This is an optimization exercise on Yosys and OpenROAD, whose aim is small area, not a production implementation. Function was checked by simulation only, so behaviour that the tests miss may differ from the original. No activity file was given, so power comes from the tool's default toggle rates.

**design/flow/design.v**
```verilog
package layer_pkg;
   typedef logic signed [16-1:0] data_t;
   typedef logic [$clog2(8)-1:0] vec_addr_t;
   typedef logic [$clog2(16)-1:0] out_idx_t;
endpackage
package layer_coef_pkg;
   localparam int WEIGHT_ENTRIES = 4 * 8 * (16 / 4);
   localparam int BIAS_ENTRIES   = 4 * (16 / 4);
   localparam logic [WEIGHT_ENTRIES*16-1:0] weight_table = {
      {
         -16'sd38,  16'sd33,  16'sd109, 16'sd24,  -16'sd3,   -16'sd45,  -16'sd19,  16'sd48,
         16'sd103,  16'sd18,  16'sd82,  -16'sd28, 16'sd101,  -16'sd64,  -16'sd108, 16'sd3,
         -16'sd18,  16'sd107, 16'sd2,   -16'sd45, -16'sd85,  16'sd22,   16'sd86,   16'sd32,
         -16'sd1,   -16'sd105, 16'sd81, 16'sd42,  16'sd45,   16'sd39,   -16'sd54,  16'sd63
      },
      {
         16'sd29,   -16'sd75, -16'sd24, 16'sd89,  -16'sd12,  -16'sd72,  16'sd114,  -16'sd15,
         -16'sd11,  -16'sd4,  -16'sd36, 16'sd105, 16'sd53,   -16'sd50,  -16'sd37,  16'sd72,
         -16'sd110, -16'sd77, 16'sd9,   16'sd71,  16'sd1,    16'sd100,  16'sd15,   -16'sd72,
         16'sd90,   16'sd84,  16'sd7,   -16'sd36, 16'sd56,   -16'sd106, 16'sd20,   16'sd22
      },
      {
         -16'sd109, -16'sd24, 16'sd30,  16'sd68,  -16'sd123, -16'sd41,  16'sd119,  16'sd31,
         16'sd54,   16'sd121, 16'sd12,  16'sd60,  -16'sd48,  16'sd3,    -16'sd37,  16'sd78,
         16'sd93,   -16'sd101, 16'sd116, -16'sd83, 16'sd31,  -16'sd49,  16'sd124,  16'sd29,
         -16'sd78,  16'sd8,   16'sd67,  16'sd81,  16'sd87,   16'sd63,   -16'sd18,  -16'sd105
      },
      {
         -16'sd2,   -16'sd5,  16'sd22,  -16'sd23, 16'sd96,   -16'sd58,  16'sd36,   -16'sd70,
         16'sd126,  16'sd113, -16'sd73, 16'sd94,  -16'sd73,  16'sd92,   -16'sd104, -16'sd98,
         -16'sd64,  -16'sd77, -16'sd4,  -16'sd9,  -16'sd113, 16'sd20,   16'sd21,   -16'sd3,
         16'sd115,  16'sd106, 16'sd14,  -16'sd126, -16'sd1,  -16'sd93,  16'sd0,    16'sd126
      }
   };
   localparam logic [BIAS_ENTRIES*16-1:0] bias_table = {
      {-16'sd70, 16'sd120, 16'sd71,  -16'sd60},
      {-16'sd47, 16'sd115, -16'sd83, 16'sd67},
      {16'sd41,  16'sd38,  -16'sd81, -16'sd106},
      {16'sd103, 16'sd83,  16'sd0,   -16'sd10}
   };
endpackage
module layer_sequencer (
   input  logic                 clk,
   input  logic                 reset,
   input  logic                 s_valid,
   input  logic                 m_ready,
   output logic                 s_ready,
   output logic                 m_valid,
   output logic                 vec_wr_en,    
   output layer_pkg::vec_addr_t pos,          
   output logic                 run,          
   output logic                 en,           
   output layer_pkg::out_idx_t  out_idx,      
   output logic [5:0]           entry_next,   
   output logic                 x_bypass      
);
   layer_pkg::vec_addr_t load_cnt;    
   logic vec_pending;    
   logic done;           
   logic fire;
   logic can_start;
   logic start;
   logic last_start;     
   logic gap;            
   assign m_valid = done;
   assign fire    = done & m_ready;
   assign can_start  = (pos[1:0] == 2'd0) && (pos[2] != out_idx[0]) && !run && (!done || fire);
   assign start      = can_start && (out_idx != '0 || vec_pending || vec_wr_en);
   assign last_start = can_start && out_idx == 4'd15;
   assign en         = start | run;
   assign s_ready   = (pos == load_cnt) && (load_cnt != '0 || !vec_pending || last_start);
   assign vec_wr_en = s_ready & s_valid;
   assign gap       = (pos == load_cnt) && (load_cnt != '0) && !s_valid;
   layer_pkg::vec_addr_t load_cnt_d;
   assign load_cnt_d = reset ? '0 : load_cnt + vec_wr_en;
   layer_pkg::vec_addr_t pos_d;
   layer_pkg::out_idx_t  out_idx_d;
   logic                 finish;         
   assign finish     = run && pos[1:0] == 2'd3 && !(gap && out_idx == '0);
   assign pos_d      = reset ? '0 : pos + 1'b1;
   assign out_idx_d  = reset ? '0 : out_idx + finish;
   assign entry_next = {out_idx_d, pos_d[1:0]};
   always_ff @(posedge clk) begin
      pos      <= pos_d;
      out_idx  <= out_idx_d;
      load_cnt <= load_cnt_d;
      x_bypass <= (pos_d == load_cnt_d) && out_idx_d == '0;
   end
   always_ff @(posedge clk) begin
      if (reset) begin
         vec_pending <= 1'b0;
         run         <= 1'b0;
         done        <= 1'b0;
      end else begin
         if (vec_wr_en && load_cnt == 3'd7)
            vec_pending <= 1'b1;
         else if (start && out_idx == 4'd15)
            vec_pending <= 1'b0;
         if (start)
            run <= 1'b1;
         else if (run && (pos[1:0] == 2'd3 || (gap && out_idx == '0)))
            run <= 1'b0;
         if (finish)
            done <= 1'b1;
         else if (fire)
            done <= 1'b0;
      end
   end
endmodule
module mac_lane (
   input  logic                 clk,
   input  logic                 run,        
   input  logic                 en,         
   input  layer_pkg::out_idx_t  out_idx,
   input  layer_pkg::vec_addr_t pos,
   input  logic [5:0]           entry_next,    
   input  layer_pkg::data_t     x_a,
   input  layer_pkg::data_t     x_b,
   output layer_pkg::data_t     acc,
   output logic [16-1:0] acc_cy    
);
   localparam int ENTRIES = 16 * 4;
   localparam int BW = 16;    
   function automatic logic [15:0] negsum(input logic [7:0] w);
      logic [8:0] wx;
      wx     = {w, 1'b0};
      negsum = '0;
      for (int k = 0; k < 4; k++)
         if (wx[2*k+2] && !(wx[2*k+1] && wx[2*k]))
            negsum = negsum + (16'd1 << (2 * k));
   endfunction
   function automatic logic [15:0] row_negsum(input int j);
      int e;
      row_negsum = '0;
      for (int c = 0; c < 8; c++) begin
         e = (j % 4) * 8 * (16 / 4) + (j / 4) * 8 + c;
         row_negsum = row_negsum
                      + negsum(layer_coef_pkg::weight_table[(layer_coef_pkg::WEIGHT_ENTRIES - 1 - e) * 16 +: 8]);
      end
   endfunction
   logic [4*ENTRIES-1:0] a_one, a_two, a_neg, b_one, b_two, b_neg;
   logic [16*BW-1:0] b_rom;
   logic [ENTRIES*8-1:0]        wa_rom, wb_rom;
   genvar i;
   generate
      for (i = 0; i < ENTRIES; i++) begin : g_w
         localparam int J  = i / 4;
         localparam int CA = (1 - J % 2) * 4 + i % 4;
         localparam int CB = (J % 2) * 4 + i % 4;
         localparam int EA = (J % 4) * 8 * (16 / 4)
                             + (J / 4) * 8 + CA;
         localparam int EB = (J % 4) * 8 * (16 / 4)
                             + (J / 4) * 8 + CB;
         localparam logic [8:0] WA = {layer_coef_pkg::weight_table[(layer_coef_pkg::WEIGHT_ENTRIES - 1 - EA) * 16 +: 8], 1'b0};
         localparam logic [8:0] WB = {layer_coef_pkg::weight_table[(layer_coef_pkg::WEIGHT_ENTRIES - 1 - EB) * 16 +: 8], 1'b0};
         assign wa_rom[i*8 +: 8] = WA[8:1];
         assign wb_rom[i*8 +: 8] = WB[8:1];
         for (genvar k = 0; k < 4; k++) begin : g_k
            assign a_one[k*ENTRIES + i] = WA[2*k+1] ^ WA[2*k];
            assign a_two[k*ENTRIES + i] = (WA[2*k+2] & ~WA[2*k+1] & ~WA[2*k]) | (~WA[2*k+2] & WA[2*k+1] & WA[2*k]);
            assign a_neg[k*ENTRIES + i] = WA[2*k+2] & ~(WA[2*k+1] & WA[2*k]);
            assign b_one[k*ENTRIES + i] = WB[2*k+1] ^ WB[2*k];
            assign b_two[k*ENTRIES + i] = (WB[2*k+2] & ~WB[2*k+1] & ~WB[2*k]) | (~WB[2*k+2] & WB[2*k+1] & WB[2*k]);
            assign b_neg[k*ENTRIES + i] = WB[2*k+2] & ~(WB[2*k+1] & WB[2*k]);
         end
      end
      for (i = 0; i < 16; i++) begin : g_b
         localparam int E = (i % 4) * (16 / 4) + i / 4;
         localparam logic [7:0] B8 =
            layer_coef_pkg::bias_table[(layer_coef_pkg::BIAS_ENTRIES - 1 - E) * 16 +: 8];
         assign b_rom[i*16 +: 16] = {{8{B8[7]}}, B8} + row_negsum(i);
      end
   endgenerate
   logic [5:0]  entry;
   logic [15:0] bias;
   logic [15:0] addend;
   logic [3:0]  neg_a, one_a, two_a, neg_b, one_b, two_b;
   assign entry  = {out_idx, pos[1:0]};
   assign bias   = b_rom[out_idx*16 +: 16];
   assign addend = run ? acc : bias;
   logic [7:0] wa_q, wb_q;
   always_ff @(posedge clk) begin
      wa_q <= wa_rom[entry_next*8 +: 8];
      wb_q <= wb_rom[entry_next*8 +: 8];
   end
   logic [8:0] wxa, wxb;
   assign wxa = {wa_q, 1'b0};
   assign wxb = {wb_q, 1'b0};
   generate
      for (i = 0; i < 4; i++) begin : g_digit
         assign one_a[i] = wxa[2*i+1] ^ wxa[2*i];
         assign two_a[i] = (wxa[2*i+2] & ~wxa[2*i+1] & ~wxa[2*i]) | (~wxa[2*i+2] & wxa[2*i+1] & wxa[2*i]);
         assign neg_a[i] = wxa[2*i+2] & ~(wxa[2*i+1] & wxa[2*i]);
         assign one_b[i] = wxb[2*i+1] ^ wxb[2*i];
         assign two_b[i] = (wxb[2*i+2] & ~wxb[2*i+1] & ~wxb[2*i]) | (~wxb[2*i+2] & wxb[2*i+1] & wxb[2*i]);
         assign neg_b[i] = wxb[2*i+2] & ~(wxb[2*i+1] & wxb[2*i]);
      end
   endgenerate
   logic [15:0] pp_a0;
   assign pp_a0[0] = ((one_a[0] & x_a[0])) ^ neg_a[0];
   assign pp_a0[1] = ((one_a[0] & x_a[1]) | (two_a[0] & x_a[0])) ^ neg_a[0];
   assign pp_a0[2] = ((one_a[0] & x_a[2]) | (two_a[0] & x_a[1])) ^ neg_a[0];
   assign pp_a0[3] = ((one_a[0] & x_a[3]) | (two_a[0] & x_a[2])) ^ neg_a[0];
   assign pp_a0[4] = ((one_a[0] & x_a[4]) | (two_a[0] & x_a[3])) ^ neg_a[0];
   assign pp_a0[5] = ((one_a[0] & x_a[5]) | (two_a[0] & x_a[4])) ^ neg_a[0];
   assign pp_a0[6] = ((one_a[0] & x_a[6]) | (two_a[0] & x_a[5])) ^ neg_a[0];
   assign pp_a0[7] = ((one_a[0] & x_a[7]) | (two_a[0] & x_a[6])) ^ neg_a[0];
   assign pp_a0[8] = ((one_a[0] & x_a[8]) | (two_a[0] & x_a[7])) ^ neg_a[0];
   assign pp_a0[9] = ((one_a[0] & x_a[9]) | (two_a[0] & x_a[8])) ^ neg_a[0];
   assign pp_a0[10] = ((one_a[0] & x_a[10]) | (two_a[0] & x_a[9])) ^ neg_a[0];
   assign pp_a0[11] = ((one_a[0] & x_a[11]) | (two_a[0] & x_a[10])) ^ neg_a[0];
   assign pp_a0[12] = ((one_a[0] & x_a[12]) | (two_a[0] & x_a[11])) ^ neg_a[0];
   assign pp_a0[13] = ((one_a[0] & x_a[13]) | (two_a[0] & x_a[12])) ^ neg_a[0];
   assign pp_a0[14] = ((one_a[0] & x_a[14]) | (two_a[0] & x_a[13])) ^ neg_a[0];
   assign pp_a0[15] = ((one_a[0] & x_a[15]) | (two_a[0] & x_a[14])) ^ neg_a[0];
   logic [15:2] pp_a1;
   assign pp_a1[2] = ((one_a[1] & x_a[0])) ^ neg_a[1];
   assign pp_a1[3] = ((one_a[1] & x_a[1]) | (two_a[1] & x_a[0])) ^ neg_a[1];
   assign pp_a1[4] = ((one_a[1] & x_a[2]) | (two_a[1] & x_a[1])) ^ neg_a[1];
   assign pp_a1[5] = ((one_a[1] & x_a[3]) | (two_a[1] & x_a[2])) ^ neg_a[1];
   assign pp_a1[6] = ((one_a[1] & x_a[4]) | (two_a[1] & x_a[3])) ^ neg_a[1];
   assign pp_a1[7] = ((one_a[1] & x_a[5]) | (two_a[1] & x_a[4])) ^ neg_a[1];
   assign pp_a1[8] = ((one_a[1] & x_a[6]) | (two_a[1] & x_a[5])) ^ neg_a[1];
   assign pp_a1[9] = ((one_a[1] & x_a[7]) | (two_a[1] & x_a[6])) ^ neg_a[1];
   assign pp_a1[10] = ((one_a[1] & x_a[8]) | (two_a[1] & x_a[7])) ^ neg_a[1];
   assign pp_a1[11] = ((one_a[1] & x_a[9]) | (two_a[1] & x_a[8])) ^ neg_a[1];
   assign pp_a1[12] = ((one_a[1] & x_a[10]) | (two_a[1] & x_a[9])) ^ neg_a[1];
   assign pp_a1[13] = ((one_a[1] & x_a[11]) | (two_a[1] & x_a[10])) ^ neg_a[1];
   assign pp_a1[14] = ((one_a[1] & x_a[12]) | (two_a[1] & x_a[11])) ^ neg_a[1];
   assign pp_a1[15] = ((one_a[1] & x_a[13]) | (two_a[1] & x_a[12])) ^ neg_a[1];
   logic [15:4] pp_a2;
   assign pp_a2[4] = ((one_a[2] & x_a[0])) ^ neg_a[2];
   assign pp_a2[5] = ((one_a[2] & x_a[1]) | (two_a[2] & x_a[0])) ^ neg_a[2];
   assign pp_a2[6] = ((one_a[2] & x_a[2]) | (two_a[2] & x_a[1])) ^ neg_a[2];
   assign pp_a2[7] = ((one_a[2] & x_a[3]) | (two_a[2] & x_a[2])) ^ neg_a[2];
   assign pp_a2[8] = ((one_a[2] & x_a[4]) | (two_a[2] & x_a[3])) ^ neg_a[2];
   assign pp_a2[9] = ((one_a[2] & x_a[5]) | (two_a[2] & x_a[4])) ^ neg_a[2];
   assign pp_a2[10] = ((one_a[2] & x_a[6]) | (two_a[2] & x_a[5])) ^ neg_a[2];
   assign pp_a2[11] = ((one_a[2] & x_a[7]) | (two_a[2] & x_a[6])) ^ neg_a[2];
   assign pp_a2[12] = ((one_a[2] & x_a[8]) | (two_a[2] & x_a[7])) ^ neg_a[2];
   assign pp_a2[13] = ((one_a[2] & x_a[9]) | (two_a[2] & x_a[8])) ^ neg_a[2];
   assign pp_a2[14] = ((one_a[2] & x_a[10]) | (two_a[2] & x_a[9])) ^ neg_a[2];
   assign pp_a2[15] = ((one_a[2] & x_a[11]) | (two_a[2] & x_a[10])) ^ neg_a[2];
   logic [15:6] pp_a3;
   assign pp_a3[6] = ((one_a[3] & x_a[0])) ^ neg_a[3];
   assign pp_a3[7] = ((one_a[3] & x_a[1]) | (two_a[3] & x_a[0])) ^ neg_a[3];
   assign pp_a3[8] = ((one_a[3] & x_a[2]) | (two_a[3] & x_a[1])) ^ neg_a[3];
   assign pp_a3[9] = ((one_a[3] & x_a[3]) | (two_a[3] & x_a[2])) ^ neg_a[3];
   assign pp_a3[10] = ((one_a[3] & x_a[4]) | (two_a[3] & x_a[3])) ^ neg_a[3];
   assign pp_a3[11] = ((one_a[3] & x_a[5]) | (two_a[3] & x_a[4])) ^ neg_a[3];
   assign pp_a3[12] = ((one_a[3] & x_a[6]) | (two_a[3] & x_a[5])) ^ neg_a[3];
   assign pp_a3[13] = ((one_a[3] & x_a[7]) | (two_a[3] & x_a[6])) ^ neg_a[3];
   assign pp_a3[14] = ((one_a[3] & x_a[8]) | (two_a[3] & x_a[7])) ^ neg_a[3];
   assign pp_a3[15] = ((one_a[3] & x_a[9]) | (two_a[3] & x_a[8])) ^ neg_a[3];
   logic [15:0] pp_b0;
   assign pp_b0[0] = ((one_b[0] & x_b[0])) ^ neg_b[0];
   assign pp_b0[1] = ((one_b[0] & x_b[1]) | (two_b[0] & x_b[0])) ^ neg_b[0];
   assign pp_b0[2] = ((one_b[0] & x_b[2]) | (two_b[0] & x_b[1])) ^ neg_b[0];
   assign pp_b0[3] = ((one_b[0] & x_b[3]) | (two_b[0] & x_b[2])) ^ neg_b[0];
   assign pp_b0[4] = ((one_b[0] & x_b[4]) | (two_b[0] & x_b[3])) ^ neg_b[0];
   assign pp_b0[5] = ((one_b[0] & x_b[5]) | (two_b[0] & x_b[4])) ^ neg_b[0];
   assign pp_b0[6] = ((one_b[0] & x_b[6]) | (two_b[0] & x_b[5])) ^ neg_b[0];
   assign pp_b0[7] = ((one_b[0] & x_b[7]) | (two_b[0] & x_b[6])) ^ neg_b[0];
   assign pp_b0[8] = ((one_b[0] & x_b[8]) | (two_b[0] & x_b[7])) ^ neg_b[0];
   assign pp_b0[9] = ((one_b[0] & x_b[9]) | (two_b[0] & x_b[8])) ^ neg_b[0];
   assign pp_b0[10] = ((one_b[0] & x_b[10]) | (two_b[0] & x_b[9])) ^ neg_b[0];
   assign pp_b0[11] = ((one_b[0] & x_b[11]) | (two_b[0] & x_b[10])) ^ neg_b[0];
   assign pp_b0[12] = ((one_b[0] & x_b[12]) | (two_b[0] & x_b[11])) ^ neg_b[0];
   assign pp_b0[13] = ((one_b[0] & x_b[13]) | (two_b[0] & x_b[12])) ^ neg_b[0];
   assign pp_b0[14] = ((one_b[0] & x_b[14]) | (two_b[0] & x_b[13])) ^ neg_b[0];
   assign pp_b0[15] = ((one_b[0] & x_b[15]) | (two_b[0] & x_b[14])) ^ neg_b[0];
   logic [15:2] pp_b1;
   assign pp_b1[2] = ((one_b[1] & x_b[0])) ^ neg_b[1];
   assign pp_b1[3] = ((one_b[1] & x_b[1]) | (two_b[1] & x_b[0])) ^ neg_b[1];
   assign pp_b1[4] = ((one_b[1] & x_b[2]) | (two_b[1] & x_b[1])) ^ neg_b[1];
   assign pp_b1[5] = ((one_b[1] & x_b[3]) | (two_b[1] & x_b[2])) ^ neg_b[1];
   assign pp_b1[6] = ((one_b[1] & x_b[4]) | (two_b[1] & x_b[3])) ^ neg_b[1];
   assign pp_b1[7] = ((one_b[1] & x_b[5]) | (two_b[1] & x_b[4])) ^ neg_b[1];
   assign pp_b1[8] = ((one_b[1] & x_b[6]) | (two_b[1] & x_b[5])) ^ neg_b[1];
   assign pp_b1[9] = ((one_b[1] & x_b[7]) | (two_b[1] & x_b[6])) ^ neg_b[1];
   assign pp_b1[10] = ((one_b[1] & x_b[8]) | (two_b[1] & x_b[7])) ^ neg_b[1];
   assign pp_b1[11] = ((one_b[1] & x_b[9]) | (two_b[1] & x_b[8])) ^ neg_b[1];
   assign pp_b1[12] = ((one_b[1] & x_b[10]) | (two_b[1] & x_b[9])) ^ neg_b[1];
   assign pp_b1[13] = ((one_b[1] & x_b[11]) | (two_b[1] & x_b[10])) ^ neg_b[1];
   assign pp_b1[14] = ((one_b[1] & x_b[12]) | (two_b[1] & x_b[11])) ^ neg_b[1];
   assign pp_b1[15] = ((one_b[1] & x_b[13]) | (two_b[1] & x_b[12])) ^ neg_b[1];
   logic [15:4] pp_b2;
   assign pp_b2[4] = ((one_b[2] & x_b[0])) ^ neg_b[2];
   assign pp_b2[5] = ((one_b[2] & x_b[1]) | (two_b[2] & x_b[0])) ^ neg_b[2];
   assign pp_b2[6] = ((one_b[2] & x_b[2]) | (two_b[2] & x_b[1])) ^ neg_b[2];
   assign pp_b2[7] = ((one_b[2] & x_b[3]) | (two_b[2] & x_b[2])) ^ neg_b[2];
   assign pp_b2[8] = ((one_b[2] & x_b[4]) | (two_b[2] & x_b[3])) ^ neg_b[2];
   assign pp_b2[9] = ((one_b[2] & x_b[5]) | (two_b[2] & x_b[4])) ^ neg_b[2];
   assign pp_b2[10] = ((one_b[2] & x_b[6]) | (two_b[2] & x_b[5])) ^ neg_b[2];
   assign pp_b2[11] = ((one_b[2] & x_b[7]) | (two_b[2] & x_b[6])) ^ neg_b[2];
   assign pp_b2[12] = ((one_b[2] & x_b[8]) | (two_b[2] & x_b[7])) ^ neg_b[2];
   assign pp_b2[13] = ((one_b[2] & x_b[9]) | (two_b[2] & x_b[8])) ^ neg_b[2];
   assign pp_b2[14] = ((one_b[2] & x_b[10]) | (two_b[2] & x_b[9])) ^ neg_b[2];
   assign pp_b2[15] = ((one_b[2] & x_b[11]) | (two_b[2] & x_b[10])) ^ neg_b[2];
   logic [15:6] pp_b3;
   assign pp_b3[6] = ((one_b[3] & x_b[0])) ^ neg_b[3];
   assign pp_b3[7] = ((one_b[3] & x_b[1]) | (two_b[3] & x_b[0])) ^ neg_b[3];
   assign pp_b3[8] = ((one_b[3] & x_b[2]) | (two_b[3] & x_b[1])) ^ neg_b[3];
   assign pp_b3[9] = ((one_b[3] & x_b[3]) | (two_b[3] & x_b[2])) ^ neg_b[3];
   assign pp_b3[10] = ((one_b[3] & x_b[4]) | (two_b[3] & x_b[3])) ^ neg_b[3];
   assign pp_b3[11] = ((one_b[3] & x_b[5]) | (two_b[3] & x_b[4])) ^ neg_b[3];
   assign pp_b3[12] = ((one_b[3] & x_b[6]) | (two_b[3] & x_b[5])) ^ neg_b[3];
   assign pp_b3[13] = ((one_b[3] & x_b[7]) | (two_b[3] & x_b[6])) ^ neg_b[3];
   assign pp_b3[14] = ((one_b[3] & x_b[8]) | (two_b[3] & x_b[7])) ^ neg_b[3];
   assign pp_b3[15] = ((one_b[3] & x_b[9]) | (two_b[3] & x_b[8])) ^ neg_b[3];
   logic s1, c2, s3, c4, s5, c6, s7, c8, s9, c10, s11, c12, s13, c14, s15, c16;
   logic s17, c18, s19, c20, s21, c22, s23, c24, s25, c26, s27, c28, s29, c30, s31, c32;
   logic s33, c34, s35, c36, s37, c38, s39, c40, s41, c42, s43, c44, s45, c46, s47, c48;
   logic s49, c50, s51, c52, s53, c54, s55, c56, s57, s58, s59, s60, c61, s62, c63, s64;
   logic c65, s66, c67, s68, c69, s70, c71, s72, c73, s74, c75, s76, c77, s78, c79, s80;
   logic c81, s82, c83, s84, c85, s86, c87, s88, c89, s90, c91, s92, c93, s94, c95, s96;
   logic c97, s98, c99, s100, c101, s102, c103, s104, c105, s106, c107, s108, s109, s110, c111, s112;
   logic c113, s114, c115, s116, c117, s118, c119, s120, c121, s122, c123, s124, c125, s126, c127, s128;
   logic c129, s130, c131, s132, c133, s134, c135, s136, s137, c138, s139, c140, s141, c142, s143, c144;
   logic s145, c146, s147, c148, s149, c150, s151, c152, s153, c154, s155, c156, s157, c158, s159, c160;
   logic s161, c162, s163, c164, s165, c166, s167;
   assign s1 = addend[4] ^ pp_b0[4];
   assign c2 = addend[4] & pp_b0[4];
   assign s3 = addend[5] ^ pp_b0[5] ^ pp_b1[5];
   assign c4 = (addend[5] & pp_b0[5]) | (addend[5] & pp_b1[5]) | (pp_b0[5] & pp_b1[5]);
   assign s5 = addend[6] ^ pp_b0[6] ^ pp_b1[6];
   assign c6 = (addend[6] & pp_b0[6]) | (addend[6] & pp_b1[6]) | (pp_b0[6] & pp_b1[6]);
   assign s7 = pp_b2[6] ^ pp_b3[6] ^ pp_a0[6];
   assign c8 = (pp_b2[6] & pp_b3[6]) | (pp_b2[6] & pp_a0[6]) | (pp_b3[6] & pp_a0[6]);
   assign s9 = addend[7] ^ pp_b0[7] ^ pp_b1[7];
   assign c10 = (addend[7] & pp_b0[7]) | (addend[7] & pp_b1[7]) | (pp_b0[7] & pp_b1[7]);
   assign s11 = pp_b2[7] ^ pp_b3[7] ^ pp_a0[7];
   assign c12 = (pp_b2[7] & pp_b3[7]) | (pp_b2[7] & pp_a0[7]) | (pp_b3[7] & pp_a0[7]);
   assign s13 = pp_a1[7] ^ pp_a2[7];
   assign c14 = pp_a1[7] & pp_a2[7];
   assign s15 = addend[8] ^ pp_b0[8] ^ pp_b1[8];
   assign c16 = (addend[8] & pp_b0[8]) | (addend[8] & pp_b1[8]) | (pp_b0[8] & pp_b1[8]);
   assign s17 = pp_b2[8] ^ pp_b3[8] ^ pp_a0[8];
   assign c18 = (pp_b2[8] & pp_b3[8]) | (pp_b2[8] & pp_a0[8]) | (pp_b3[8] & pp_a0[8]);
   assign s19 = pp_a1[8] ^ pp_a2[8] ^ pp_a3[8];
   assign c20 = (pp_a1[8] & pp_a2[8]) | (pp_a1[8] & pp_a3[8]) | (pp_a2[8] & pp_a3[8]);
   assign s21 = addend[9] ^ pp_b0[9] ^ pp_b1[9];
   assign c22 = (addend[9] & pp_b0[9]) | (addend[9] & pp_b1[9]) | (pp_b0[9] & pp_b1[9]);
   assign s23 = pp_b2[9] ^ pp_b3[9] ^ pp_a0[9];
   assign c24 = (pp_b2[9] & pp_b3[9]) | (pp_b2[9] & pp_a0[9]) | (pp_b3[9] & pp_a0[9]);
   assign s25 = pp_a1[9] ^ pp_a2[9] ^ pp_a3[9];
   assign c26 = (pp_a1[9] & pp_a2[9]) | (pp_a1[9] & pp_a3[9]) | (pp_a2[9] & pp_a3[9]);
   assign s27 = addend[10] ^ pp_b0[10] ^ pp_b1[10];
   assign c28 = (addend[10] & pp_b0[10]) | (addend[10] & pp_b1[10]) | (pp_b0[10] & pp_b1[10]);
   assign s29 = pp_b2[10] ^ pp_b3[10] ^ pp_a0[10];
   assign c30 = (pp_b2[10] & pp_b3[10]) | (pp_b2[10] & pp_a0[10]) | (pp_b3[10] & pp_a0[10]);
   assign s31 = pp_a1[10] ^ pp_a2[10] ^ pp_a3[10];
   assign c32 = (pp_a1[10] & pp_a2[10]) | (pp_a1[10] & pp_a3[10]) | (pp_a2[10] & pp_a3[10]);
   assign s33 = addend[11] ^ pp_b0[11] ^ pp_b1[11];
   assign c34 = (addend[11] & pp_b0[11]) | (addend[11] & pp_b1[11]) | (pp_b0[11] & pp_b1[11]);
   assign s35 = pp_b2[11] ^ pp_b3[11] ^ pp_a0[11];
   assign c36 = (pp_b2[11] & pp_b3[11]) | (pp_b2[11] & pp_a0[11]) | (pp_b3[11] & pp_a0[11]);
   assign s37 = pp_a1[11] ^ pp_a2[11] ^ pp_a3[11];
   assign c38 = (pp_a1[11] & pp_a2[11]) | (pp_a1[11] & pp_a3[11]) | (pp_a2[11] & pp_a3[11]);
   assign s39 = addend[12] ^ pp_b0[12] ^ pp_b1[12];
   assign c40 = (addend[12] & pp_b0[12]) | (addend[12] & pp_b1[12]) | (pp_b0[12] & pp_b1[12]);
   assign s41 = pp_b2[12] ^ pp_b3[12] ^ pp_a0[12];
   assign c42 = (pp_b2[12] & pp_b3[12]) | (pp_b2[12] & pp_a0[12]) | (pp_b3[12] & pp_a0[12]);
   assign s43 = pp_a1[12] ^ pp_a2[12] ^ pp_a3[12];
   assign c44 = (pp_a1[12] & pp_a2[12]) | (pp_a1[12] & pp_a3[12]) | (pp_a2[12] & pp_a3[12]);
   assign s45 = addend[13] ^ pp_b0[13] ^ pp_b1[13];
   assign c46 = (addend[13] & pp_b0[13]) | (addend[13] & pp_b1[13]) | (pp_b0[13] & pp_b1[13]);
   assign s47 = pp_b2[13] ^ pp_b3[13] ^ pp_a0[13];
   assign c48 = (pp_b2[13] & pp_b3[13]) | (pp_b2[13] & pp_a0[13]) | (pp_b3[13] & pp_a0[13]);
   assign s49 = pp_a1[13] ^ pp_a2[13] ^ pp_a3[13];
   assign c50 = (pp_a1[13] & pp_a2[13]) | (pp_a1[13] & pp_a3[13]) | (pp_a2[13] & pp_a3[13]);
   assign s51 = addend[14] ^ pp_b0[14] ^ pp_b1[14];
   assign c52 = (addend[14] & pp_b0[14]) | (addend[14] & pp_b1[14]) | (pp_b0[14] & pp_b1[14]);
   assign s53 = pp_b2[14] ^ pp_b3[14] ^ pp_a0[14];
   assign c54 = (pp_b2[14] & pp_b3[14]) | (pp_b2[14] & pp_a0[14]) | (pp_b3[14] & pp_a0[14]);
   assign s55 = pp_a1[14] ^ pp_a2[14] ^ pp_a3[14];
   assign c56 = (pp_a1[14] & pp_a2[14]) | (pp_a1[14] & pp_a3[14]) | (pp_a2[14] & pp_a3[14]);
   assign s57 = addend[15] ^ pp_b0[15] ^ pp_b1[15];
   assign s58 = pp_b2[15] ^ pp_b3[15] ^ pp_a0[15];
   assign s59 = pp_a1[15] ^ pp_a2[15] ^ pp_a3[15];
   assign s60 = addend[2] ^ pp_b0[2];
   assign c61 = addend[2] & pp_b0[2];
   assign s62 = addend[3] ^ pp_b0[3] ^ pp_b1[3];
   assign c63 = (addend[3] & pp_b0[3]) | (addend[3] & pp_b1[3]) | (pp_b0[3] & pp_b1[3]);
   assign s64 = pp_b1[4] ^ pp_b2[4] ^ s1;
   assign c65 = (pp_b1[4] & pp_b2[4]) | (pp_b1[4] & s1) | (pp_b2[4] & s1);
   assign s66 = pp_a0[4] ^ pp_a1[4];
   assign c67 = pp_a0[4] & pp_a1[4];
   assign s68 = pp_b2[5] ^ c2 ^ s3;
   assign c69 = (pp_b2[5] & c2) | (pp_b2[5] & s3) | (c2 & s3);
   assign s70 = pp_a0[5] ^ pp_a1[5] ^ pp_a2[5];
   assign c71 = (pp_a0[5] & pp_a1[5]) | (pp_a0[5] & pp_a2[5]) | (pp_a1[5] & pp_a2[5]);
   assign s72 = c4 ^ s5 ^ pp_a1[6];
   assign c73 = (c4 & s5) | (c4 & pp_a1[6]) | (s5 & pp_a1[6]);
   assign s74 = pp_a2[6] ^ pp_a3[6] ^ s7;
   assign c75 = (pp_a2[6] & pp_a3[6]) | (pp_a2[6] & s7) | (pp_a3[6] & s7);
   assign s76 = c6 ^ s9 ^ pp_a3[7];
   assign c77 = (c6 & s9) | (c6 & pp_a3[7]) | (s9 & pp_a3[7]);
   assign s78 = s13 ^ c8 ^ s11;
   assign c79 = (s13 & c8) | (s13 & s11) | (c8 & s11);
   assign s80 = c10 ^ s15 ^ c14;
   assign c81 = (c10 & s15) | (c10 & c14) | (s15 & c14);
   assign s82 = c12 ^ s17 ^ s19;
   assign c83 = (c12 & s17) | (c12 & s19) | (s17 & s19);
   assign s84 = c16 ^ s21 ^ c18;
   assign c85 = (c16 & s21) | (c16 & c18) | (s21 & c18);
   assign s86 = c20 ^ s23 ^ s25;
   assign c87 = (c20 & s23) | (c20 & s25) | (s23 & s25);
   assign s88 = c22 ^ s27 ^ c24;
   assign c89 = (c22 & s27) | (c22 & c24) | (s27 & c24);
   assign s90 = c26 ^ s29 ^ s31;
   assign c91 = (c26 & s29) | (c26 & s31) | (s29 & s31);
   assign s92 = c28 ^ s33 ^ c30;
   assign c93 = (c28 & s33) | (c28 & c30) | (s33 & c30);
   assign s94 = c32 ^ s35 ^ s37;
   assign c95 = (c32 & s35) | (c32 & s37) | (s35 & s37);
   assign s96 = c34 ^ s39 ^ c36;
   assign c97 = (c34 & s39) | (c34 & c36) | (s39 & c36);
   assign s98 = c38 ^ s41 ^ s43;
   assign c99 = (c38 & s41) | (c38 & s43) | (s41 & s43);
   assign s100 = c40 ^ s45 ^ c42;
   assign c101 = (c40 & s45) | (c40 & c42) | (s45 & c42);
   assign s102 = c44 ^ s47 ^ s49;
   assign c103 = (c44 & s47) | (c44 & s49) | (s47 & s49);
   assign s104 = c46 ^ s51 ^ c48;
   assign c105 = (c46 & s51) | (c46 & c48) | (s51 & c48);
   assign s106 = c50 ^ s53 ^ s55;
   assign c107 = (c50 & s53) | (c50 & s55) | (s53 & s55);
   assign s108 = c52 ^ s57 ^ c54;
   assign s109 = c56 ^ s58 ^ s59;
   assign s110 = pp_b1[2] ^ s60;
   assign c111 = pp_b1[2] & s60;
   assign s112 = c61 ^ s62 ^ pp_a0[3];
   assign c113 = (c61 & s62) | (c61 & pp_a0[3]) | (s62 & pp_a0[3]);
   assign s114 = c63 ^ s64 ^ pp_a2[4];
   assign c115 = (c63 & s64) | (c63 & pp_a2[4]) | (s64 & pp_a2[4]);
   assign s116 = c65 ^ s68 ^ c67;
   assign c117 = (c65 & s68) | (c65 & c67) | (s68 & c67);
   assign s118 = c69 ^ c71 ^ s72;
   assign c119 = (c69 & c71) | (c69 & s72) | (c71 & s72);
   assign s120 = c73 ^ s76 ^ c75;
   assign c121 = (c73 & s76) | (c73 & c75) | (s76 & c75);
   assign s122 = c77 ^ s80 ^ c79;
   assign c123 = (c77 & s80) | (c77 & c79) | (s80 & c79);
   assign s124 = c81 ^ s84 ^ c83;
   assign c125 = (c81 & s84) | (c81 & c83) | (s84 & c83);
   assign s126 = c85 ^ s88 ^ c87;
   assign c127 = (c85 & s88) | (c85 & c87) | (s88 & c87);
   assign s128 = c89 ^ s92 ^ c91;
   assign c129 = (c89 & s92) | (c89 & c91) | (s92 & c91);
   assign s130 = c93 ^ s96 ^ c95;
   assign c131 = (c93 & s96) | (c93 & c95) | (s96 & c95);
   assign s132 = c97 ^ s100 ^ c99;
   assign c133 = (c97 & s100) | (c97 & c99) | (s100 & c99);
   assign s134 = c101 ^ s104 ^ c103;
   assign c135 = (c101 & s104) | (c101 & c103) | (s104 & c103);
   assign s136 = c105 ^ s108 ^ c107;
   assign s137 = addend[0] ^ pp_b0[0];
   assign c138 = addend[0] & pp_b0[0];
   assign s139 = addend[1] ^ pp_b0[1] ^ pp_a0[1];
   assign c140 = (addend[1] & pp_b0[1]) | (addend[1] & pp_a0[1]) | (pp_b0[1] & pp_a0[1]);
   assign s141 = s110 ^ pp_a0[2] ^ pp_a1[2];
   assign c142 = (s110 & pp_a0[2]) | (s110 & pp_a1[2]) | (pp_a0[2] & pp_a1[2]);
   assign s143 = c111 ^ pp_a1[3] ^ s112;
   assign c144 = (c111 & pp_a1[3]) | (c111 & s112) | (pp_a1[3] & s112);
   assign s145 = s66 ^ c113 ^ s114;
   assign c146 = (s66 & c113) | (s66 & s114) | (c113 & s114);
   assign s147 = c115 ^ s70 ^ s116;
   assign c148 = (c115 & s70) | (c115 & s116) | (s70 & s116);
   assign s149 = c117 ^ s74 ^ s118;
   assign c150 = (c117 & s74) | (c117 & s118) | (s74 & s118);
   assign s151 = c119 ^ s78 ^ s120;
   assign c152 = (c119 & s78) | (c119 & s120) | (s78 & s120);
   assign s153 = s82 ^ c121 ^ s122;
   assign c154 = (s82 & c121) | (s82 & s122) | (c121 & s122);
   assign s155 = s86 ^ c123 ^ s124;
   assign c156 = (s86 & c123) | (s86 & s124) | (c123 & s124);
   assign s157 = s90 ^ c125 ^ s126;
   assign c158 = (s90 & c125) | (s90 & s126) | (c125 & s126);
   assign s159 = s94 ^ c127 ^ s128;
   assign c160 = (s94 & c127) | (s94 & s128) | (c127 & s128);
   assign s161 = s98 ^ c129 ^ s130;
   assign c162 = (s98 & c129) | (s98 & s130) | (c129 & s130);
   assign s163 = s102 ^ c131 ^ s132;
   assign c164 = (s102 & c131) | (s102 & s132) | (c131 & s132);
   assign s165 = s106 ^ c133 ^ s134;
   assign c166 = (s106 & c133) | (s106 & s134) | (c133 & s134);
   assign s167 = s109 ^ c135 ^ s136;
   logic [15:0] op_a, op_b;
   assign op_a = {s167, s165, s163, s161, s159, s157, s155, s153, s151, s149, s147, s145, s143, s141, s139, pp_a0[0]};
   assign op_b = {c166, c164, c162, c160, c158, c156, c154, c152, c150, c148, c146, c144, c142, c140, c138, s137};
   logic [15:0] cy;
   logic [15:0] sum;
   logic [15:0] cy_out;
   assign cy[0] = 1'b0;
   assign sum[0] = op_a[0] ^ op_b[0] ^ cy[0];
   assign cy[1] = (op_a[0] & op_b[0]) | (op_a[0] & cy[0]) | (op_b[0] & cy[0]);
   assign sum[1] = op_a[1] ^ op_b[1] ^ cy[1];
   assign cy[2] = (op_a[1] & op_b[1]) | (op_a[1] & cy[1]) | (op_b[1] & cy[1]);
   assign sum[2] = op_a[2] ^ op_b[2] ^ cy[2];
   assign cy[3] = (op_a[2] & op_b[2]) | (op_a[2] & cy[2]) | (op_b[2] & cy[2]);
   assign sum[3] = op_a[3] ^ op_b[3] ^ cy[3];
   assign cy[4] = (op_a[3] & op_b[3]) | (op_a[3] & cy[3]) | (op_b[3] & cy[3]);
   assign sum[4] = op_a[4] ^ op_b[4] ^ cy[4];
   assign cy[5] = (op_a[4] & op_b[4]) | (op_a[4] & cy[4]) | (op_b[4] & cy[4]);
   assign sum[5] = op_a[5] ^ op_b[5] ^ cy[5];
   assign cy_out[6] = (op_a[5] & op_b[5]) | (op_a[5] & cy[5]) | (op_b[5] & cy[5]);
   assign cy[6] = run & acc_cy[6];
   assign sum[6] = op_a[6] ^ op_b[6] ^ cy[6];
   assign cy[7] = (op_a[6] & op_b[6]) | (op_a[6] & cy[6]) | (op_b[6] & cy[6]);
   assign sum[7] = op_a[7] ^ op_b[7] ^ cy[7];
   assign cy[8] = (op_a[7] & op_b[7]) | (op_a[7] & cy[7]) | (op_b[7] & cy[7]);
   assign sum[8] = op_a[8] ^ op_b[8] ^ cy[8];
   assign cy[9] = (op_a[8] & op_b[8]) | (op_a[8] & cy[8]) | (op_b[8] & cy[8]);
   assign sum[9] = op_a[9] ^ op_b[9] ^ cy[9];
   assign cy_out[10] = (op_a[9] & op_b[9]) | (op_a[9] & cy[9]) | (op_b[9] & cy[9]);
   assign cy[10] = run & acc_cy[10];
   assign sum[10] = op_a[10] ^ op_b[10] ^ cy[10];
   assign cy[11] = (op_a[10] & op_b[10]) | (op_a[10] & cy[10]) | (op_b[10] & cy[10]);
   assign sum[11] = op_a[11] ^ op_b[11] ^ cy[11];
   assign cy[12] = (op_a[11] & op_b[11]) | (op_a[11] & cy[11]) | (op_b[11] & cy[11]);
   assign sum[12] = op_a[12] ^ op_b[12] ^ cy[12];
   assign cy[13] = (op_a[12] & op_b[12]) | (op_a[12] & cy[12]) | (op_b[12] & cy[12]);
   assign sum[13] = op_a[13] ^ op_b[13] ^ cy[13];
   assign cy_out[14] = (op_a[13] & op_b[13]) | (op_a[13] & cy[13]) | (op_b[13] & cy[13]);
   assign cy[14] = run & acc_cy[14];
   assign sum[14] = op_a[14] ^ op_b[14] ^ cy[14];
   assign cy[15] = (op_a[14] & op_b[14]) | (op_a[14] & cy[14]) | (op_b[14] & cy[14]);
   assign sum[15] = op_a[15] ^ op_b[15] ^ cy[15];
   assign cy_out[0] = 1'b0;
   assign cy_out[1] = 1'b0;
   assign cy_out[2] = 1'b0;
   assign cy_out[3] = 1'b0;
   assign cy_out[4] = 1'b0;
   assign cy_out[5] = 1'b0;
   assign cy_out[7] = 1'b0;
   assign cy_out[8] = 1'b0;
   assign cy_out[9] = 1'b0;
   assign cy_out[11] = 1'b0;
   assign cy_out[12] = 1'b0;
   assign cy_out[13] = 1'b0;
   assign cy_out[15] = 1'b0;
   logic [15:0] cy_q;    
   always_ff @(posedge clk)
      if (en) begin
         acc  <= sum;
         cy_q <= cy_out & 16'h4440;
      end
   assign acc_cy = cy_q & 16'h4440;
endmodule
module mac_array (
   input  logic                 clk,
   input  logic                 vec_wr_en,
   input  logic                 x_bypass,
   input  layer_pkg::data_t     data_in,
   input  layer_pkg::vec_addr_t pos,
   input  logic                 run,
   input  logic                 en,
   input  layer_pkg::out_idx_t  out_idx,
   input  logic [5:0]           entry_next,
   output layer_pkg::data_t     acc,
   output logic [16-1:0] acc_cy
);
   layer_pkg::data_t ring [0:8-1];
   always_ff @(posedge clk) begin
      for (int k = 0; k < 8 - 1; k++)
         ring[k] <= ring[k+1];
      ring[8-1] <= vec_wr_en ? data_in : ring[0];
   end
   mac_lane u_lane (
      .clk     (clk),
      .run     (run),
      .en      (en),
      .out_idx (out_idx),
      .pos     (pos),
      .entry_next (entry_next),
      .x_a     (x_bypass ? data_in : ring[0]),    
      .x_b     (ring[8/2]),           
      .acc     (acc),
      .acc_cy  (acc_cy)
   );
endmodule
module result_buffer (
   input  layer_pkg::data_t acc,
   input  logic [16-1:0] acc_cy,
   output layer_pkg::data_t data_out
);
   layer_pkg::data_t result;
   assign result   = acc + acc_cy;
   assign data_out = result[16-1] ? '0 : result;
endmodule
module layer_top (
   input  logic             clk,
   input  logic             reset,
   input  logic             s_valid,
   input  logic             m_ready,
   input  layer_pkg::data_t data_in,
   output logic             s_ready,
   output logic             m_valid,
   output layer_pkg::data_t data_out
);
   logic                 vec_wr_en;
   logic                 x_bypass;
   layer_pkg::vec_addr_t pos;
   logic                 run, en;
   layer_pkg::out_idx_t  out_idx;
   logic [5:0]           entry_next;
   layer_pkg::data_t     acc;
   logic [16-1:0] acc_cy;
   layer_sequencer u_sequencer (
      .clk       (clk),
      .reset     (reset),
      .s_valid   (s_valid),
      .m_ready   (m_ready),
      .s_ready   (s_ready),
      .m_valid   (m_valid),
      .vec_wr_en (vec_wr_en),
      .pos       (pos),
      .run       (run),
      .en        (en),
      .out_idx   (out_idx),
      .entry_next(entry_next),
      .x_bypass  (x_bypass)
   );
   mac_array u_mac_array (
      .clk       (clk),
      .vec_wr_en (vec_wr_en),
      .x_bypass  (x_bypass),
      .data_in   (data_in),
      .pos       (pos),
      .run       (run),
      .en        (en),
      .out_idx   (out_idx),
      .entry_next(entry_next),
      .acc       (acc),
      .acc_cy    (acc_cy)
   );
   result_buffer u_result_buffer (
      .acc      (acc),
      .acc_cy   (acc_cy),
      .data_out (data_out)
   );
endmodule
```
**design/flow/flow/run.sh**
```bash
#!/bin/bash
# The standard synthesis, then its combinational logic mapped again by
# ABC with an area-oriented script (flow/abc_resyn.script): the standard
# synthesis's registers and adder cells stay exactly as they are, with their
# names. Then the standard layout of that netlist, with extra ORFS make
# variables from flow/make_vars (one per line).
# Logs: flow_synth.log and flow_make.log (make's output), flow_resyn.log
# (Yosys); each ORFS step also keeps its own log under orfs/logs.
set -euo pipefail
args=()
while IFS= read -r line; do
   [[ -z "$line" || "$line" == \#* ]] && continue
   args+=("$line")
done < flow/make_vars

bash standard.sh "${args[@]}" synth > flow_synth.log 2>&1

RES=orfs/results/$FLOW_PLATFORM/layer_top/base
LIB=$FLOW_HOME/platforms/$FLOW_PLATFORM/lib/sky130_fd_sc_hd__tt_025C_1v80.lib
YOSYS=$FLOW_HOME/../tools/install/yosys/bin/yosys
DONT_USE=$(grep -o 'sky130_fd_sc_hd__[a-z0-9_]*' $FLOW_HOME/platforms/$FLOW_PLATFORM/config.mk | sort -u | sed 's/^/-dont_use /' | tr '\n' ' ')
cp $RES/1_2_yosys.v 1_2_yosys_standard.v
cat > resyn.ys <<EOT
read_liberty -ignore_miss_func $LIB
read_verilog 1_2_yosys_standard.v
hierarchy -top $FLOW_TOP
blackbox sky130_fd_sc_hd__dfxtp_1 sky130_fd_sc_hd__edfxtp_1 sky130_fd_sc_hd__fa_1 sky130_fd_sc_hd__ha_1 sky130_fd_sc_hd__conb_1
tee -o resyn_stat_before.txt stat -liberty $LIB
flatten
opt -purge
abc -script $PWD/flow/abc_resyn.script -liberty $LIB $DONT_USE -constr $PWD/orfs/objects/$FLOW_PLATFORM/layer_top/base/abc.constr
splitnets
opt_clean -purge
hilomap -singleton -hicell sky130_fd_sc_hd__conb_1 HI -locell sky130_fd_sc_hd__conb_1 LO
insbuf -buf sky130_fd_sc_hd__buf_4 A X
tee -o resyn_stat_after.txt stat -liberty $LIB
write_verilog -noattr -nohex -nodec 1_2_yosys_resyn.v
EOT
$YOSYS -s resyn.ys > flow_resyn.log 2>&1
# The new netlist must be fully mapped and hold the same registers
cat > resyn_check.ys <<EOT
read_liberty -lib $LIB
read_verilog 1_2_yosys_resyn.v
hierarchy -check -top $FLOW_TOP
check -assert -mapped
EOT
$YOSYS -s resyn_check.ys > flow_resyn_check.log 2>&1
regs() { grep -oE 'sky130_fd_sc_hd__e?dfxtp_[0-9]+ +\\?[^ ]+' "$1" | sort; }
if ! diff <(regs 1_2_yosys_standard.v) <(regs 1_2_yosys_resyn.v) > flow_resyn_regs.diff; then
   echo "registers differ from the standard synthesis" >&2
   exit 1
fi
cp 1_2_yosys_resyn.v $RES/1_2_yosys.v
rm -f $RES/1_synth.odb
bash standard.sh "${args[@]}" finish > flow_make.log 2>&1
```
**design/flow/flow/abc_resyn.script**
```
strash
dch -f
amap
topo
stime -c
```
**design/flow/flow/make_vars**
```
BUFFER_PORTS_ARGS=-buffer_cell sky130_fd_sc_hd__buf_1
GPL_KEEP_OVERFLOW=0
PLACE_DENSITY=0.8
CTS_ARGS=-sink_clustering_enable -repair_clock_nets -buf_list sky130_fd_sc_hd__clkbuf_8 -dont_use_dummy_load
```
**design/flow/standard.sh**
```bash
#!/bin/bash
# synth_recipe.tcl (not shown) runs the flow's synth.tcl, then flattens the netlist and writes it again
# the make line also repeats each setting of config.mk as NAME=value (left out here)
make -C /OpenROAD-flow-scripts/flow DESIGN_CONFIG=/design/flow/config.mk WORK_HOME=/design/flow/orfs CLKGATE_MAP_FILE= SYNTH_SCRIPT=/design/flow/synth_recipe.tcl "${@:-finish}"
```
**design/flow/config.mk**
```make
export PLATFORM = sky130hd
export DESIGN_NAME = layer_top
export DESIGN_NICKNAME = layer_top
export VERILOG_FILES = /design/flow/design.v
export SDC_FILE = /design/flow/constraint.sdc
export NUM_CORES = 4
export LEC_CHECK = 0
export CAP_MARGIN = 20
export CORE_MARGIN = 2
export CORE_UTILIZATION = 40
export SLEW_MARGIN = 20
```
**design/flow/constraint.sdc**
```tcl
create_clock -name core_clock -period 7.0 [get_ports {clk}]
set_input_delay 1.4000 -clock core_clock [delete_from_list [all_inputs] [get_ports {clk}]]
set_output_delay 1.4000 -clock core_clock [all_outputs]
set_load 0.01 [all_outputs]
```
==> key figures <==
Clocking
  – Worst-path clk slew: 120 ps
  – CTS Hold Bufs: 0
  – H-tree levels: 4
  – Clock Sinks: 177
  – Clock Tree Root: clkbuf_8
  – TritonCTS buffer count: 17
  – Max Buffers Root-to-Sink: 2
  – Clk latency of the worst-skew pair: 490 ps
  – CTS tree: yes

Final layout
  – Antenna diode count: 0
  – Post-Layout Cell Count: 1626
  – Layout area overhead: 7.847%
  – Fin nets: 1442
  – FILL cells: 2551
  – Layout cells sized above 1: 2.246%

Placement
  – Post-Place Cells: 1609
  – Hpwl dp: 23.13 mm
  – Gp weighted congestion: 0.9980
  – Port Buffers: 36
  – DP Worst Slack: 123.3 ps

Route
  – DRT Pass-1 Iters: 17
  – Via count: 9615
  – Detailed-route wire length per cell: 18.79 um
  – Vias per std cell: 5.913
  – Final wirelength: 30.55 mm
  – DRC viols: 0
  – DR iter-0 viols: 1503
  – Antenna-violating nets left: 0

Global routing
  – Largest net degree at the start of global routing: 34
  – Total gr overflow: 0
  – Global-route wire length before repair: 48.76 mm
  – Vias in the first global route: 8905
  – Antenna violations before repair: 0
  – All-layer global routing usage: 21.99%

Critical path
  – Crit Path Class: register to register
  – Worst Path Arrival: 6660 ps
  – R2R setup slack: 520 ps
  – R2R cell count: 15
  – Crit end category: register
  – Reg-to-reg endpoint: u_mac_array.u_lane.acc[9]$_DFFE_PP_
  – CP endpoint: u_mac_array.u_lane.acc[9]$_DFFE_PP_
  – Worst Setup SP: u_mac_array.u_lane.wb_q[1]$_DFF_P_
  – Crit path max fanout: 23
  – Crit path launch type: register
  – Required @ worst endpoint: 7180 ps
  – Worst R2R Start: u_mac_array.u_lane.wb_q[1]$_DFF_P_

STA
  – Worst-Margin Slew: 1105 ps
  – RSZ-0062 raised after global routing: no
  – Highest Clock Rate: 0.1544 GHz
  – Worst setup margin: 524.4 ps
  – Relative slew slack: 25.98%
  – Worst Skew: 49.49 ps
  – Fin. Hold Viols: 0
  – Max-slew violations: 0
  – Minimum clock period after layout: 6476 ps
  – Worst hold slack: 302.6 ps
  – Final setup fails: 0
  – Final period util: 92.51%

Yosys
  – Yosys warning total: 5
  – Mean Syn Cell Area: 8.656 sq um
  – Post-synthesis cell area: 10700 sq um
  – Syn nets: 1385
  – Mapped Cells: 1236

Power and ir drop
  – Lkg Pwr: 0.004181 uW
  – Worst vdd ir: 0.3936 mV
  – Power density over cell area: 578.0 nW/um^2

Die
  – Die H: 167.5 um
  – Effective utilization at floorplan: 40.94%
  – Die ar.: 28070 sq um
  – Die X: 167.5 um
  – Rows: 59
  – CORE AREA: 26130 sq um
  – Ports: 38

Worst hold path
  – Hold Crit Class: register to register

Status
  – Status: timing/DRC/antenna clean

Run
  – Max Cap Viol: 0
[registers in the layout, summed over array words and instances, names as in the netlist, 3 cells and up]
name                     flops
u_mac_array.ring           128
u_mac_array.u_lane.wa_q      8
u_mac_array.u_lane.cy_q      3
u_sequencer.out_idx          4
u_sequencer.load_cnt         3
u_mac_array.u_lane.acc      16
u_sequencer.pos              3
u_mac_array.u_lane.wb_q      8
[power breakdown]
part / total, uW / internal [uW] / switching [uW]
clock network: 526 / 214 / 312
registers: 1870 / 1710 / 161
logic: 4280 / 1800 / 2470
total: 6670 / 3720 / 2950
[metal layers]
metal / global-route usage (%) / routed length, um / up-vias
li1: - / - / 4482
met1: 31.36 / 13680 / 4458
met2: 32.31 / 12760 / 584
met3: 6.429 / 3324 / 91
met4: 6.503 / 782 / 0
met5: 0 / 0 / -
[cells in the final DEF (no fill, tap or decap), drive strengths merged, types with 3 or more instances in the layout]
| cell type | n |
|---|---|
| a2111oi | 6 |
| a211oi | 11 |
| a21oi | 52 |
| a221oi | 9 |
| a22o | 3 |
| a22oi | 10 |
| a31oi | 16 |
| buf | 39 |
| clkbuf | 17 |
| clkinv | 176 |
| dfxtp | 158 |
| edfxtp | 19 |
| fa | 88 |
| ha | 41 |
| nand2 | 123 |
| nand3 | 6 |
| nor2 | 170 |
| nor2b | 15 |
| nor3 | 24 |
| o21a | 5 |
| o21ai | 109 |
| o221ai | 9 |
| o22a | 23 |
| o22ai | 108 |
| o311ai | 3 |
| o31ai | 3 |
| o32a | 6 |
| o32ai | 14 |
[per-stage QoR]
stage	area (sq um)	total power [uW]	utilization [%]	TNS (ps)
floorplan	10700	5122	-	0
global placement	11250	5932	43.03	-8293
detailed placement	11280	6132	43.17	0
CTS	11520	6689	44.07	0
global route	11540	7497	44.15	0
finish	11540	6669	44.15	0
[area by class of cell]
class | count | area, sq um | share of cell area [%]
Sequential cell | 177 | 3735 | 32.37
Clock buffer | 17 | 234.0 | 2.028
Timing Repair Buffer | 39 | 166.4 | 1.442
Multi-Input combinational cell | 881 | 6316 | 54.74
Tap cell | 335 | 419.2 | 3.633
Inverter | 177 | 668.1 | 5.790
[critical path, cell delays in order, from the launching register on]
cell and delay [ps]:
dfxtp_1 770, clkinvlp_4 610, a31oi_2 700, o22ai_1 170
nand2_1 100, o21ai_0 120, fa_1 510, clkinv_1 80
fa_1 390, fa_1 510, fa_1 500, clkinv_1 80
fa_1 440, fa_1 390, fa_1 390, fa_1 430
[timing repair]
item | in CTS | in global routing
gates resized for setup | 0 | 3
setup endpoints to repair | 0 | 2
setup buffers | 0 | 0
[worst min path at each step]
| stage | from | end | depth (start not counted) | slack [ps] |
|---|---|---|---|---|
| floorplan | u_mac_array.ring[1][0]$_DFF_P_ | u_mac_array.ring[0][0]$_DFF_P_ | 0 | 310 |
| global placement | u_mac_array.ring[7][12]$_DFF_P_ | u_mac_array.ring[6][12]$_DFF_P_ | 0 | 310 |
| detailed placement | u_mac_array.ring[1][4]$_DFF_P_ | u_mac_array.ring[0][4]$_DFF_P_ | 0 | 310 |
| CTS | u_mac_array.ring[3][15]$_DFF_P_ | u_mac_array.ring[2][15]$_DFF_P_ | 0 | 290 |
| global route | u_mac_array.ring[3][15]$_DFF_P_ | u_mac_array.ring[2][15]$_DFF_P_ | 0 | 300 |
| finish | u_mac_array.ring[3][15]$_DFF_P_ | u_mac_array.ring[2][15]$_DFF_P_ | 0 | 300 |

afterwards: timing with drivers on the ports:
The flow's constraints put no driver on any port. The routed layout listed below was extracted and timed again, unchanged, in two steps.
Step 1, drivers: a clkbuf_16 drives clk and a buf_2 each remaining input, both assumed.
Step 2 moves the port delays by t, midway between the first and last clock arrival at a register: inputs arrive t later, outputs are due t later. That takes back most of the time a late clock gives input paths.
Three values: ideal, step 1, step 2; two values: the first two.
t (ns): 0.491
setup WS [ns]: 0.524 / 0.524 / 0.100
clock arrival spread, ns: 0.064 / 0.064
slew at the worst register clock pin (ns): 0.12 / 0.12
worst slew at a driven data input, ns: 0.04
After both steps setup and hold are still met in this run. For this run, drivers alone change the setup slack by 0.000 ns; drivers and shift together by -0.424 ns.
